Source: an optimization exercise on an open RTL-to-GDS flow (aim: small area and few clock cycles). Production flows keep margins and buffers that such runs may drop.
Only simulation tests tie the RTL to the original design; equivalence was not proved.
Power and IR drop assume default switching activity.

--- design/flow/design.v ---
`default_nettype none
package mbpl_pkg;
  localparam int unsigned PATH_DEPTH = 3;
  localparam int unsigned TYPE_REGS = 3;
  localparam logic [1:0] LEN_MAX =
    2'((PATH_DEPTH < TYPE_REGS) ? PATH_DEPTH : TYPE_REGS);
  localparam logic [31:0] HDR_BYTES = 32'd8;
  localparam logic [2:0]  HDR_LAST  = 3'd7;
  localparam logic [1:0] CFG_PATH_LENGTH = 2'd0;
  localparam logic [1:0] CFG_TYPE_FIRST  = 2'd1;
  localparam logic [1:0] CFG_TYPE_SECOND = 2'd2;
  localparam logic [1:0] CFG_TYPE_THIRD  = 2'd3;
  localparam logic [1:0]  RST_PATH_LENGTH = 2'd3;
  localparam logic [31:0] RST_TYPE_FIRST  = 32'h6D6F6F76;
  localparam logic [31:0] RST_TYPE_SECOND = 32'h75647461;
  localparam logic [31:0] RST_TYPE_THIRD  = 32'h7374656D;
  localparam logic [1:0] KIND_PAYLOAD   = 2'd0;
  localparam logic [1:0] KIND_NOT_FOUND = 2'd1;
  localparam logic [1:0] KIND_MALFORMED = 2'd2;
  typedef enum logic [3:0] {
    PH_HEADER  = 4'b0001,
    PH_SKIP    = 4'b0010,
    PH_PAYLOAD = 4'b0100,
    PH_DONE    = 4'b1000
  } phase_t;
  typedef struct packed {
    logic [7:0] data_byte;
    logic       end_of_file;
  } in_item_t;
  typedef struct packed {
    logic [1:0]  result_kind;
    logic [7:0]  payload_byte;
    logic [31:0] payload_size;
    logic        payload_last;
  } result_t;
endpackage
`default_nettype wire
`default_nettype none
import mbpl_pkg::*;
module mbpl_in_reg
(
  input  wire logic     clk,
  input  wire logic     rst_n,
  input  wire logic     in_valid,
  output logic          in_stall,
  input  mbpl_pkg::in_item_t in_item,
  input  wire logic     item_go,
  output logic          item_vld,
  output mbpl_pkg::in_item_t      item
);
  logic     vld_r, vld_nxt;
  mbpl_pkg::in_item_t item_r;
  logic     accept;
  assign in_stall = vld_r && !item_go;
  assign accept   = in_valid && !in_stall;
  always_comb begin
    vld_nxt = vld_r;
    if (accept) begin
      vld_nxt = 1'b1;
    end else if (item_go) begin
      vld_nxt = 1'b0;
    end
  end
  always_ff @(posedge clk) begin
    if (!rst_n) begin
      vld_r <= 1'b0;
    end else begin
      vld_r <= vld_nxt;
    end
  end
  always_ff @(posedge clk) begin
    if (accept) begin
      item_r <= in_item;
    end
  end
  assign item_vld = vld_r;
  assign item     = item_r;
endmodule
`default_nettype wire
`default_nettype none
import mbpl_pkg::*;
module mbpl_out_reg
(
  input  wire logic    clk,
  input  wire logic    rst_n,
  input  wire logic    item_go,
  input  wire logic    res_vld,
  input  mbpl_pkg::result_t res,
  output logic         out_free,
  output logic         out_valid,
  input  wire logic    out_stall,
  output mbpl_pkg::result_t      out_res
);
  logic    vld_r;
  mbpl_pkg::result_t res_r;
  assign out_free = !vld_r || !out_stall;
  always_ff @(posedge clk) begin
    if (!rst_n) begin
      vld_r <= 1'b0;
    end else if (out_free) begin
      vld_r <= item_go && res_vld;
    end
  end
  always_ff @(posedge clk) begin
    if (out_free && item_go && res_vld) begin
      res_r <= res;
    end
  end
  assign out_valid = vld_r;
  assign out_res   = res_r;
endmodule
`default_nettype wire
`default_nettype none
import mbpl_pkg::*;
module mbpl_core
(
  input  wire logic        clk,
  input  wire logic        rst_n,
  input  wire logic        cfg_we,
  input  wire logic [1:0]  cfg_index,
  input  wire logic [31:0] cfg_data,
  input  wire logic        item_go,
  input  mbpl_pkg::in_item_t    item,
  output logic             res_vld,
  output mbpl_pkg::result_t          res
);
  logic [1:0]  path_len_r;
  logic [31:0] type_first_r, type_second_r, type_third_r;
  mbpl_pkg::phase_t      phase_r, phase_nxt;
  logic [55:0] hdr_shift_r, hdr_shift_nxt;
  logic [2:0]  hdr_count_r, hdr_count_nxt;
  logic [31:0] skip_left_r, skip_left_nxt;
  logic [31:0] level_left_r, level_left_nxt;
  logic [1:0]  depth_r, depth_nxt;
  logic [31:0] pl_left_r, pl_left_nxt;
  logic [31:0] pl_total_r, pl_total_nxt;
  logic [63:0] hdr_word;
  logic [31:0] box_len, box_type, body, lvl_dec, lvl_now, want_type;
  logic [1:0]  eff_len;
  logic        bounded, type_hit, last_level, fin;
  logic [1:0]  fin_kind;
  always_ff @(posedge clk) begin
    if (!rst_n) begin
      path_len_r    <= RST_PATH_LENGTH;
      type_first_r  <= RST_TYPE_FIRST;
      type_second_r <= RST_TYPE_SECOND;
      type_third_r  <= RST_TYPE_THIRD;
    end else if (cfg_we) begin
      case (cfg_index)
        CFG_PATH_LENGTH: path_len_r    <= cfg_data[1:0];
        CFG_TYPE_FIRST:  type_first_r  <= cfg_data;
        CFG_TYPE_SECOND: type_second_r <= cfg_data;
        CFG_TYPE_THIRD:  type_third_r  <= cfg_data;
        default:         path_len_r    <= path_len_r;
      endcase
    end
  end
  always_comb begin
    if (path_len_r == 2'd0) begin
      eff_len = 2'd1;
    end else if (path_len_r > LEN_MAX) begin
      eff_len = LEN_MAX;
    end else begin
      eff_len = path_len_r;
    end
  end
  always_comb begin
    case (depth_r)
      2'd0:    want_type = type_first_r;
      2'd1:    want_type = type_second_r;
      2'd2:    want_type = type_third_r;
      default: want_type = type_first_r;
    endcase
  end
  assign hdr_word   = {hdr_shift_r, item.data_byte};
  assign box_len    = hdr_word[63:32];
  assign box_type   = hdr_word[31:0];
  assign body       = box_len - HDR_BYTES;
  assign bounded    = (depth_r != 2'd0);
  assign lvl_dec    = level_left_r - 32'd1;
  assign lvl_now    = bounded ? lvl_dec : level_left_r;
  assign type_hit   = (depth_r < eff_len) && (box_type == want_type);
  assign last_level = ({1'b0, depth_r} + 3'd1) >= {1'b0, eff_len};
  always_comb begin
    phase_nxt      = phase_r;
    hdr_shift_nxt  = hdr_shift_r;
    hdr_count_nxt  = hdr_count_r;
    skip_left_nxt  = skip_left_r;
    level_left_nxt = level_left_r;
    depth_nxt      = depth_r;
    pl_left_nxt    = pl_left_r;
    pl_total_nxt   = pl_total_r;
    res_vld        = 1'b0;
    res            = '0;
    fin            = 1'b0;
    fin_kind       = KIND_NOT_FOUND;
    case (phase_r)
      PH_HEADER: begin
        level_left_nxt = lvl_now;
        hdr_shift_nxt  = hdr_word[55:0];
        if (hdr_count_r != HDR_LAST) begin
          hdr_count_nxt = hdr_count_r + 3'd1;
          if (bounded && (lvl_dec == 32'd0)) begin
            fin      = 1'b1;
            fin_kind = KIND_MALFORMED;
          end
        end else begin
          hdr_count_nxt = 3'd0;
          if (box_len < HDR_BYTES) begin
            fin      = 1'b1;
            fin_kind = KIND_MALFORMED;
          end else if (bounded && (body > lvl_now)) begin
            fin      = 1'b1;
            fin_kind = KIND_MALFORMED;
          end else if (type_hit) begin
            if (last_level) begin
              if (body == 32'd0) begin
                fin = 1'b1;
              end else begin
                pl_left_nxt  = body;
                pl_total_nxt = body;
                phase_nxt    = PH_PAYLOAD;
              end
            end else begin
              depth_nxt      = depth_r + 2'd1;
              level_left_nxt = body;
              if (body == 32'd0) begin
                fin = 1'b1;
              end
            end
          end else if (body != 32'd0) begin
            skip_left_nxt = body;
            phase_nxt     = PH_SKIP;
          end else if (bounded && (lvl_now == 32'd0)) begin
            fin = 1'b1;
          end
        end
      end
      PH_SKIP: begin
        if (skip_left_r != 32'd0) begin
          skip_left_nxt = skip_left_r - 32'd1;
        end
        if (bounded && (level_left_r != 32'd0)) begin
          level_left_nxt = lvl_dec;
        end
        if (skip_left_nxt == 32'd0) begin
          phase_nxt = PH_HEADER;
          if (bounded && (level_left_nxt == 32'd0)) begin
            fin = 1'b1;
          end
        end
      end
      PH_PAYLOAD: begin
        if (pl_left_r != 32'd0) begin
          pl_left_nxt = pl_left_r - 32'd1;
        end
        res_vld              = 1'b1;
        res.result_kind      = KIND_PAYLOAD;
        res.payload_byte     = item.data_byte;
        res.payload_size     = pl_total_r;
        res.payload_last     = (pl_left_nxt == 32'd0);
        if (pl_left_nxt == 32'd0) begin
          phase_nxt = PH_DONE;
        end
      end
      PH_DONE: begin
        phase_nxt = PH_DONE;
      end
      default: begin
        phase_nxt = PH_HEADER;
      end
    endcase
    if (fin) begin
      res_vld         = 1'b1;
      res             = '0;
      res.result_kind = fin_kind;
      phase_nxt       = PH_DONE;
    end
    if (item.end_of_file) begin
      if (phase_nxt != PH_DONE) begin
        res_vld         = 1'b1;
        res             = '0;
        res.result_kind = KIND_NOT_FOUND;
      end
      phase_nxt      = PH_HEADER;
      hdr_shift_nxt  = '0;
      hdr_count_nxt  = 3'd0;
      skip_left_nxt  = '0;
      level_left_nxt = '1;
      depth_nxt      = 2'd0;
      pl_left_nxt    = '0;
      pl_total_nxt   = '0;
    end
  end
  always_ff @(posedge clk) begin
    if (!rst_n) begin
      phase_r      <= PH_HEADER;
      hdr_count_r  <= 3'd0;
      skip_left_r  <= '0;
      level_left_r <= '1;
      depth_r      <= 2'd0;
      pl_left_r    <= '0;
    end else if (item_go) begin
      phase_r      <= phase_nxt;
      hdr_count_r  <= hdr_count_nxt;
      skip_left_r  <= skip_left_nxt;
      level_left_r <= level_left_nxt;
      depth_r      <= depth_nxt;
      pl_left_r    <= pl_left_nxt;
    end
  end
  always_ff @(posedge clk) begin
    if (item_go) begin
      hdr_shift_r <= hdr_shift_nxt;
      pl_total_r  <= pl_total_nxt;
    end
  end
endmodule
`default_nettype wire
`default_nettype none
import mbpl_pkg::*;
module media_box_path_locator_unit
(
  input  wire logic        clk,
  input  wire logic        rst_n,
  input  wire logic        in_valid,
  output logic             in_stall,
  input  wire logic [7:0]  in_data_byte,
  input  wire logic        in_end_of_file,
  output logic             out_valid,
  input  wire logic        out_stall,
  output logic [1:0]       out_result_kind,
  output logic [7:0]       out_payload_byte,
  output logic [31:0]      out_payload_size,
  output logic             out_payload_last,
  input  wire logic        cfg_valid,
  output logic             cfg_ready,
  input  wire logic [1:0]  cfg_index,
  input  wire logic [31:0] cfg_data
);
  mbpl_pkg::in_item_t in_item, item;
  logic     item_vld, item_go, out_free, res_vld;
  mbpl_pkg::result_t  res, out_res;
  assign in_item.data_byte   = in_data_byte;
  assign in_item.end_of_file = in_end_of_file;
  assign item_go   = item_vld && out_free;
  assign cfg_ready = 1'b1;
  mbpl_in_reg u_in_reg (
    .clk      (clk),
    .rst_n    (rst_n),
    .in_valid (in_valid),
    .in_stall (in_stall),
    .in_item  (in_item),
    .item_go  (item_go),
    .item_vld (item_vld),
    .item     (item)
  );
  mbpl_core u_core (
    .clk       (clk),
    .rst_n     (rst_n),
    .cfg_we    (cfg_valid && cfg_ready),
    .cfg_index (cfg_index),
    .cfg_data  (cfg_data),
    .item_go   (item_go),
    .item      (item),
    .res_vld   (res_vld),
    .res       (res)
  );
  mbpl_out_reg u_out_reg (
    .clk       (clk),
    .rst_n     (rst_n),
    .item_go   (item_go),
    .res_vld   (res_vld),
    .res       (res),
    .out_free  (out_free),
    .out_valid (out_valid),
    .out_stall (out_stall),
    .out_res   (out_res)
  );
  assign out_result_kind  = out_res.result_kind;
  assign out_payload_byte = out_res.payload_byte;
  assign out_payload_size = out_res.payload_size;
  assign out_payload_last = out_res.payload_last;
endmodule
`default_nettype wire
--- design/flow/run.sh ---
#!/bin/bash
# synth_recipe.tcl (not shown) runs the flow's synth.tcl, then flattens the netlist and writes it again
# the make line also repeats each setting of config.mk as NAME=value (left out here)
make -C /OpenROAD-flow-scripts/flow DESIGN_CONFIG=/design/flow/config.mk WORK_HOME=/design/flow/orfs CLKGATE_MAP_FILE= SYNTH_SCRIPT=/design/flow/synth_recipe.tcl finish
--- design/flow/config.mk ---
export PLATFORM = sky130hd
export DESIGN_NAME = media_box_path_locator_unit
export DESIGN_NICKNAME = media_box_path_locator_unit
export VERILOG_FILES = /design/flow/design.v
export SDC_FILE = /design/flow/constraint.sdc
export NUM_CORES = 4
export LEC_CHECK = 0
export CAP_MARGIN = 20
export CORE_MARGIN = 2
export CORE_UTILIZATION = 40
export SLEW_MARGIN = 20
--- design/flow/constraint.sdc ---
create_clock -name core_clock -period 6.0 [get_ports {clk}]
set_input_delay 1.2000 -clock core_clock [delete_from_list [all_inputs] [get_ports {clk}]]
set_output_delay 1.2000 -clock core_clock [all_outputs]
set_load 0.01 [all_outputs]
==> results.yml <==
logic_synthesis:
  syn_inst: 2462
  synth-seq-area-share_pct: 39.9
  netlist_area_sq_um: 20800
  ys_ff_latch: 345
  synth_edf_count: 140
  synth_area_leader_cell: "edfxtp_1"
  synth_warnings: 3
  async_reset_ff_share_pct: 0
  synth_nets: 2560
  synth_flop_cell: "dfxtp_1"
  yosysMostFrequentCell: "nand2_1"
  synthTopCellsByCount: "nand2_1, nor2_1, dfxtp_1"
  synth_top_cell_area_share_pct: 20.2
  synth_area_leaders: "edfxtp_1, dfxtp_1, nand2_1"
  syn_avg_cell_area_sq_um: 8.46
  synth_cell_types: 94
power:
  cellLeakagePower_nw: 8.85
  p_switching_mw: 1.61
  swShare_pct: 27.2
  combPwrFrac_pct: 12.4
  p_int_mw: 4.31
  vdd_drop_max_v: 0.000207
  p_clk_share_pct: 44.1
  p_per_area_nw_per_um2: 245
  seqPwrFrac_pct: 43.5
worst_setup_path:
  ff2ff_setup_slack_ns: 0.44
  ff2ff_path_depth: 19
  cp.arrival_ns: 6.05
  critical_path_class: "reg2reg"
  r2r-start: "u_core.hdr_shift_r[27]$_SDFFCE_PP0P_"
  regToRegEndpoint: "u_core.pl_left_r[18]$_SDFFE_PN0P_"
  crit_path_end_kind: "flip-flop"
  critPathLaunchType: "flip-flop"
  crit_fanout: 20
  critPathRequiredTime_ns: 6.49
placement:
  portBuffers: 92
  gp_congestion: 1.03
  dp_hpwl_um: 55500
  pre_cts_slack_ns: 0.520
global_route:
  grt-ovfl-total: 0
  antenna_found_initial: 2
  gr-usage-all-layers_pct: 28.0
  grt_pass1_wl_um: 115000
  grt_pass1_vias: 18700
  grt_max_degree: 78
timing:
  fin_ws_ns: 0.438
  slew_violations: 0
  hold_viol_final: 0
  relSlewSlack_pct: 31.0
  finalSetupTns_ns: 0
  period_needed_ns: 5.56
  finalSetupViolations: 0
  worstMarginPinSlew_ns: 1.03
  skew_ns: 0.0274
  rsz0062_at_grt: "no"
  fin_crit_sh_pct: 92.7
  fmax_mhz: 180
drt:
  routedWlPerCell_um: 23.7
  drt-total-wl_um: 76800
  drc: 0
  postRouteAntennaNets: 0
  vias: 19700
  drtPass1Iterations: 6
  viasPerCell: 6.09
  drtIter0Drc: 2195
hold_path:
  holdCritPathClass: "reg2reg"
  whs_path_depth: 2
  holdPathEnd: "u_core.type_third_r[7]$_SDFFE_PN0P_"
  hp-start: "u_core.type_third_r[7]$_SDFFE_PN0P_"
clocking:
  clock-sinks: 345
  clk_pin_slew_ns: 0.06
  post_cts_buffers: 0
  cts-hold-fix-buffers: 0
  cts_root_buf: "clkbuf_16"
  htreeDepth: 2
  cts_made_buffers: 40
  cts_resized: 0
  clk_path_buf_depth: 3
  insertion_delay_ns: 0.59
  cts_tree: "yes"
layout:
  layout.nets: 2621
  area_delta_synth_final_pct: 16.1
  n_antenna_cell: 0
  drive_gt1_share_pct: 9.91
  fillers: 4990
job:
  cap_viol_max_count: 0
outcome:
  status: "finished clean"
die:
  rows: 83
  ios: 94
  core-area_sq_um: 51400
  die_area_sq_um: 53900
  die_w_um: 232
  start_util_pct: 40.5
  die_h_um: 232
==> registers in the layout, summed over array words and instances (netlist names) <==
register              flops
u_core.type_first_r      32
u_core.pl_total_r        32
u_out_reg.vld_r           1
u_in_reg.item_r           9
u_core.type_second_r     32
u_out_reg.res_r          43
u_core.level_left_r      32
u_core.phase_r            4
u_core.hdr_shift_r       56
u_core.path_len_r         2
u_core.depth_r            2
u_core.pl_left_r         32
u_in_reg.vld_r            1
u_core.type_third_r      32
u_core.hdr_count_r        3
u_core.skip_left_r       32
==> stage by stage <==
step                instances  power (mW)  hold WS, ns  utilization, %  cell area (sq um)
floorplan                2462        3.08        0.432               -              20800
global placement         3161        3.33        0.450            44.4              22800
detailed placement       3161        3.34        0.455            44.4              22800
CTS                      3234        5.94        0.467            47.1              24200
global route             3234        6.12        0.491            47.1              24200
finish                   3234        5.92        0.465            47.1              24200
==> power by group through the flow <==
| stage | Clock, mW | Sequential [mW] | Combinational [mW] |
|---|---|---|---|
| floorplan | 0 | 2.60 | 0.481 |
| finish | 2.61 | 2.58 | 0.732 |
| global route | 2.74 | 2.58 | 0.794 |
| detailed placement | 0 | 2.63 | 0.714 |
| global placement | 0 | 2.62 | 0.705 |
| CTS | 2.65 | 2.58 | 0.718 |
==> how the worst max path moves through the flow <==
stage | startpoint | endpoint | slack, ns
2_1_floorplan | u_core.hdr_shift_r[27]$_SDFFCE_PP0P_ | u_out_reg.res_r[0]$_DFFE_PP_ | 0.19
3_3_place_gp | u_core.hdr_shift_r[27]$_SDFFCE_PP0P_ | u_core.level_left_r[10]$_SDFFE_PN1P_ | 0.68
3_5_place_dp | u_core.hdr_shift_r[27]$_SDFFCE_PP0P_ | u_core.pl_left_r[18]$_SDFFE_PN0P_ | 0.52
4_1_cts | u_core.hdr_shift_r[27]$_SDFFCE_PP0P_ | u_core.pl_left_r[18]$_SDFFE_PN0P_ | 0.48
5_1_grt | u_core.hdr_shift_r[27]$_SDFFCE_PP0P_ | u_core.skip_left_r[14]$_SDFFE_PN0P_ | 0.12
6_report | u_core.hdr_shift_r[27]$_SDFFCE_PP0P_ | u_core.pl_left_r[18]$_SDFFE_PN0P_ | 0.44
==> routing by layer <==
| metal | global-route usage (%) | vias up | share of wire (%) |
|---|---|---|---|
| li1 | - | 9078 | - |
| met1 | 35.9 | 9437 | 41 |
| met2 | 45.6 | 974 | 46 |
| met3 | 4.54 | 220 | 7.8 |
| met4 | 13.8 | 2 | 5.3 |
| met5 | 0 | - | 0.022 |
==> placed cells by master, fill, tap and decap left out, types with 17 or more instances in the layout <==
| cell type | count |
|---|---|
| nor4_1 | 62 |
| a21boi_0 | 46 |
| nor2_1 | 211 |
| dfxtp_1 | 205 |
| nand3_1 | 116 |
| edfxtp_1 | 140 |
| clkdlybuf4s50_1 | 91 |
| nand2_1 | 331 |
| buf_4 | 114 |
| xor2_1 | 65 |
| nor3_1 | 72 |
| and3_1 | 51 |
| a211oi_1 | 18 |
| clkbuf_16 | 40 |
| nor2b_1 | 68 |
| or3_1 | 43 |
| o31ai_1 | 34 |
| mux2i_1 | 17 |
| o21ai_0 | 81 |
| nand4_1 | 48 |
| a22oi_1 | 40 |
| ha_1 | 49 |
| xnor2_1 | 78 |
| inv_1 | 54 |
| a21oi_1 | 113 |
| or4_1 | 29 |
| a21boi_1 | 22 |
==> cells by family after synthesis <==
family	after synthesis	share of synthesized area [%]
simple gates	1149	28.4
compound gates	501	16.4
flops	345	39.9
buf+inv	247	4.90
xor+xnor	143	6.01
fa+ha+maj	50	3.04
mux	26	1.30
other cells	1	0.0180
==> layout make-up <==
class / instances / area [sq um] / area share (%)
repair buffers: 210 / 1870 / 7.72
multi-input cells: 1870 / 11600 / 47.8
clock buffers: 53 / 1120 / 4.63
clock inverters: 20 / 269 / 1.11
inverters: 56 / 210 / 0.869
well taps: 680 / 851 / 3.52
flip-flops and latches: 345 / 8310 / 34.3
==> critical path, stage by stage, from the launching register on <==
cell	delay [ns]
edfxtp_1	0.38
inv_1	0.14
ha_1	0.24
or4b_1	0.61
or3_1	0.55
nor3_1	0.24
xnor2_1	0.23
inv_1	0.14
ha_1	0.33
nand4_1	0.16
nor2_1	0.08
o2bb2ai_1	0.12
o41a_1	0.37
o221ai_1	0.29
o311ai_2	0.21
nor4_4	0.45
o31ai_4	0.15
buf_4	0.26
or3_1	0.35
a21boi_1	0.18
Testbench counts, summed over its fixed seeds: cycles 73,883.

## separate check: timing with driven ports
Ports are ideal in the flow. The routed layout listed here was re-timed in OpenROAD.
Step 1 assumes that a clkbuf_16 drives the clock port and a buf_2 every other input.
Step 2 also shifts input and output timing later by t, the mid clock arrival at the registers, as if the neighbouring blocks saw the same clock.
Slacks: ideal ports / drivers / drivers and shift; pairs: ideal ports / drivers.
t, ns: 0.629
slack for setup (ns): 0.438 / 0.438 / 0.438
worst setup path at the end: register to register
After both steps setup and hold are still met in this run. The setup slack of this run moves by 0.000 ns with the drivers and by 0.000 ns with both steps.
